This design comes from an exercise in tuning for small area on the open sky130 flow, not from production work. In this exercise RTL edits were held to simulation tests only and were not proved equivalent to the original. Power and IR drop assume default switching activity.

oak:
## smem_replay_controller
module smem_replay_controller #(
  parameter int unsigned NUM_LANES = 8,
  parameter int unsigned NUM_BANKS = 8,
  parameter int unsigned ADDR_W    = 12,
  parameter int unsigned DATA_W    = 32
) (
  input  logic                                               clk,
  input  logic                                               rst_n,
  input  logic                                               req_valid,
  output logic                                               req_ready,
  input  logic                                               req_we,
  input  logic [NUM_LANES-1:0]                               req_lane_mask,
  input  logic [NUM_LANES*ADDR_W-1:0]                        req_addr,
  input  logic [NUM_LANES*DATA_W-1:0]                        req_wdata,
  output logic [NUM_LANES*$clog2(NUM_BANKS)-1:0]             arb_bank,
  output logic [NUM_LANES-1:0]                               arb_pending,
  input  logic [NUM_LANES-1:0]                               arb_grant,
  output logic [NUM_BANKS-1:0]                               bank_en,
  output logic                                               bank_we,
  output logic [NUM_BANKS*(ADDR_W-$clog2(NUM_BANKS)-2)-1:0]  bank_row,
  output logic [NUM_BANKS*DATA_W-1:0]                        bank_wdata,
  input  logic [NUM_BANKS*DATA_W-1:0]                        bank_rdata,
  output logic                                               resp_valid,
  input  logic                                               resp_ready,
  output logic [NUM_LANES*DATA_W-1:0]                        resp_rdata,
  output logic [7:0]                                         replay_cnt
);
For scale: roughly 3800 cells after synthesis, roughly 380 flip-flops, about 1200 I/O pins.
==> flow/config.mk <==
export PLATFORM = sky130hd
export DESIGN_NAME = smem_replay_controller
export DESIGN_NICKNAME = smem_replay_controller
export VERILOG_FILES = /design/flow/design.v
export SDC_FILE = /design/flow/constraint.sdc
export NUM_CORES = 4
export LEC_CHECK = 0
export CAP_MARGIN = 20
export CORE_MARGIN = 2
export CORE_UTILIZATION = 25
export PLACE_DENSITY = 0.35
export SLEW_MARGIN = 20
==> flow/constraint.sdc <==
create_clock -name core_clock -period 20.0 [get_ports {clk}]
set_input_delay 4.0000 -clock core_clock [delete_from_list [all_inputs] [get_ports {clk}]]
set_output_delay 4.0000 -clock core_clock [all_outputs]
set_load 0.01 [all_outputs]
standard.sh (not shown) runs the stock make flow with config.mk's settings and CLKGATE_MAP_FILE= SYNTH_SCRIPT=/design/flow/synth_recipe.tcl, a recipe that flattens the netlist after the stock synthesis.
==> flow/flow/run.sh <==
#!/bin/bash
# The standard layout with these changes:
# - synthesis maps logic with an area-oriented ABC script (flow/my_synth.tcl, flow/area.abc);
# - every port is buffered with the smallest plain buffer (buf_1);
# - the clock tree is built from clkbuf_4/clkbuf_8 without dummy loads;

set -euo pipefail
HERE=$(pwd)
export BUFFER_PORTS_ARGS="-buffer_cell sky130_fd_sc_hd__buf_1"
export MY_ABC_SCRIPT=$HERE/flow/area.abc
export CTS_ARGS="-sink_clustering_enable -repair_clock_nets -dont_use_dummy_load -buf_list {sky130_fd_sc_hd__clkbuf_4 sky130_fd_sc_hd__clkbuf_8}"
sed "s#SYNTH_SCRIPT=[^ ]*#SYNTH_SCRIPT=$HERE/flow/my_synth.tcl#" standard.sh > my_standard.sh
bash my_standard.sh synth > synth.log 2>&1
bash standard.sh > standard.log 2>&1
==> flow/flow/area.abc <==
&get -n
&st
&syn2
&synch2
&dch -f
&nf -a -R 1000
&put
==> flow/flow/my_synth.tcl <==
# The standard synthesis script, with ABC's technology mapping run from an area-oriented
# script (flow/area.abc) instead of ORFS's speed script. Registers are mapped before ABC runs,
# so they are the same as the standard synthesis's.
proc synth {args} { yosys synth -nofsm -noshare {*}$args }
proc abc {args} {
  set i [lsearch -exact $args -script]
  if { $i >= 0 } { set args [lreplace $args [expr {$i + 1}] [expr {$i + 1}] $::env(MY_ABC_SCRIPT)] }
  yosys abc {*}$args
}
source $::env(SCRIPTS_DIR)/synth.tcl
# left out here: clear keep_hierarchy, flatten, clean up, hide names made inside functions, write 1_2_yosys.v
The flow did not stop early for oak: all stages ran, and the layout cleared the timing, design-rule and antenna checks.
The following lists how pine was set up differently from oak:
==> flow/flow/run.sh <==
#!/bin/bash
set -euo pipefail
export BUFFER_PORTS_ARGS="-buffer_cell sky130_fd_sc_hd__buf_1"
bash standard.sh > standard.log 2>&1
removed: flow/flow/area.abc
removed: flow/flow/my_synth.tcl
Notes after the runs:
pine ran to completion and came out clean on the timing, design-rule and antenna checks.
Changes observed in pine relative to oak: number of placement rows went up by 5.3%; relative area of non-clock buffer cells in the final design has decreased; clock power went up about 35%; cell area after synthesis increased about 11%.
pine against oak; routed wire length is down by a few percent.
oak reports its standard cell with the maximum stage delay on the critical path as sky130_fd_sc_hd__nor2_1 while pine reports sky130_fd_sc_hd__a32oi_4.
Comparing oak and pine, the higher relative contribution of the clock network to total power was measured on pine.
### pine -> birch
- CAP_MARGIN now 0, was 20
- SLEW_MARGIN now 0, was 20
- PLACE_DENSITY now 0.6, was 0.35
- GPL_TIMING_DRIVEN now 0, previously not set
- CORE_UTILIZATION now 45, was 25
diff --git a/flow/flow/run.sh b/flow/flow/run.sh
--- a/flow/flow/run.sh
+++ b/flow/flow/run.sh
@@ -1,0 +2,5 @@
+# The standard layout with these changes:
+# - synthesis maps logic with an area-oriented ABC script (flow/my_synth.tcl, flow/area.abc);
+# - every port is buffered with the smallest plain buffer (buf_1);
+# - the clock tree is built from clkbuf_4/clkbuf_8 without dummy loads;
+# - global placement is not timing driven (timing is loose at this period).
@@ -2,0 +8 @@
+HERE=$(pwd)
@@ -3,0 +10,4 @@
+export MY_ABC_SCRIPT=$HERE/flow/area.abc
+export CTS_ARGS="-sink_clustering_enable -repair_clock_nets -dont_use_dummy_load -buf_list {sky130_fd_sc_hd__clkbuf_4 sky130_fd_sc_hd__clkbuf_8}"
+sed "s#SYNTH_SCRIPT=[^ ]*#SYNTH_SCRIPT=$HERE/flow/my_synth.tcl#" standard.sh > my_standard.sh
+bash my_standard.sh synth > synth.log 2>&1
==> flow/flow/area.abc (new file) <==
&get -n
&st
&syn2
&synch2
&dch -f
&nf -a -R 1000
&put
==> flow/flow/my_synth.tcl (new file) <==
# The standard synthesis script, with ABC's technology mapping run from an area-oriented
# script (flow/area.abc) instead of ORFS's speed script. Registers are mapped before ABC runs,
# so they are the same as the standard synthesis's.
proc synth {args} { yosys synth -nofsm -noshare {*}$args }
proc abc {args} {
  set i [lsearch -exact $args -script]
  if { $i >= 0 } { set args [lreplace $args [expr {$i + 1}] [expr {$i + 1}] $::env(MY_ABC_SCRIPT)] }
  yosys abc {*}$args
}
source $::env(SCRIPTS_DIR)/synth.tcl
# left out here: clear keep_hierarchy, flatten, clean up, hide names made inside functions, write 1_2_yosys.v
Notes after the runs:
birch: aborted in I/O pin placement (3_2_place_iop) (tool error). In birch, the total nets after synthesis came out 770 below the value in pine. Going from pine to birch, the sequential share of the synthesized area was found to have gone up by 2.6 points. Reported for pine and birch, share of synthesized registers carrying an async set or reset turned out identical to the last digit. Against pine as the reference, birch delivers a lower site row count. Mean instance size in the synthesized netlist: birch higher than pine. Per the comparison of birch with pine, horizontal die dimension decreased 110 µm, fraction of synthesized area in multiplexers fell by 0.33 points, synthesized-area fraction occupied by ao, oa, aoi and oai cells went up by 1.4 points, post-synthesis instance area lower, synthesized netlist cell count went down by about 17%. Cmp birch vs pine: effective utilization at floorplan higher in birch.
What maple does differently from birch at the input level:
- PLACE_DENSITY now 0.35, was 0.6
- SLEW_MARGIN now 20, was 0
- CAP_MARGIN now 20, was 0
- CORE_UTILIZATION now 25, was 45
- GPL_TIMING_DRIVEN no longer set, was 0
==> flow/flow/run.sh <==
#!/bin/bash
# The standard layout with two changes:
# - synthesis maps logic with an area-oriented ABC script (flow/my_synth.tcl, flow/area.abc);
# - every port is buffered with the smallest plain buffer (buf_1).
set -euo pipefail
HERE=$(pwd)
export BUFFER_PORTS_ARGS="-buffer_cell sky130_fd_sc_hd__buf_1"
export MY_ABC_SCRIPT=$HERE/flow/area.abc
sed "s#SYNTH_SCRIPT=[^ ]*#SYNTH_SCRIPT=$HERE/flow/my_synth.tcl#" standard.sh > my_standard.sh
bash my_standard.sh synth > synth.log 2>&1
bash standard.sh > standard.log 2>&1
==> comparison <==
As far as cell area after synthesis goes, maple and birch are indistinguishable; the numbers are identical. Height of the die for maple: 34% up relative to birch. Between birch and maple, the synthesized netlist cell count figures differ only marginally. birch → maple: row count moved up; die width rose 93 µm. From maple to birch, proportion of synthesized area in mux cells did not move at all. In summary, maple completed successfully, with a layout that passed the timing, design-rule and antenna checks.
Edits applied to the flow inputs when going from maple to cedar:
==> flow/flow/area.abc <==
&get -n
&st
&syn2
&dch -f
&nf -a -R 1000
&st
&syn2
&dch -f
&nf -a -R 1000
&put
Notes after the runs:
- cedar finished every step from synthesis to the final layout, and the layout passed the timing, design-rule and antenna checks.
- Status: antenna violation net count after detailed routing parity (cedar, maple)
- On sequential power, maple and cedar are basically level.
- Proportion of power drawn by the clock network: cedar vs maple down 0.6 points
- Routed length on met3 (cedar over maple): decrease, about 10%
- Per the comparison of cedar with maple, final area saw an increase; power saw an increase.
- The critical path depth of cedar exceeds that of maple by 3.
- Looking at met2 wirelength from detailed routing across maple and cedar, the one that comes out lower is maple.
- On maximum clock frequency, maple and cedar are neck and neck.

==> static timing again, ports no longer ideal <==
In the flow no input, the clock included, has a driving cell. The finished layouts below were timed again as built, in two steps. Step 1 sets driving cells, clkbuf_16 on the clock port and buf_2 on the other inputs (assumed; they add their load-dependent delay and slew). Step 2 moves the port delays by t, midway between the first and last clock arrival at a register: inputs arrive t later, outputs are due t later. That takes back most of the time a late clock gives input paths. Slacks: no drivers / after step 1 / after step 2; pairs: no drivers / after step 1.
run	t, ns	setup slack, ns	worst setup path at the end	latest minus earliest clock arrival (ns)
oak	0.889	7.429 / 7.338 / 7.338	input to output	0.089 / 0.090
pine	0.770	7.183 / 7.145 / 7.145	input to output	0.071 / 0.071
maple	0.785	7.432 / 7.339 / 7.339	input to output	0.043 / 0.044
cedar	0.770	7.428 / 7.386 / 7.386	input to output	0.032 / 0.031
After both steps setup and hold are still met in every run listed. For maple, which loses most, drivers alone change the setup slack by -0.093 ns; drivers and shift together by -0.093 ns.
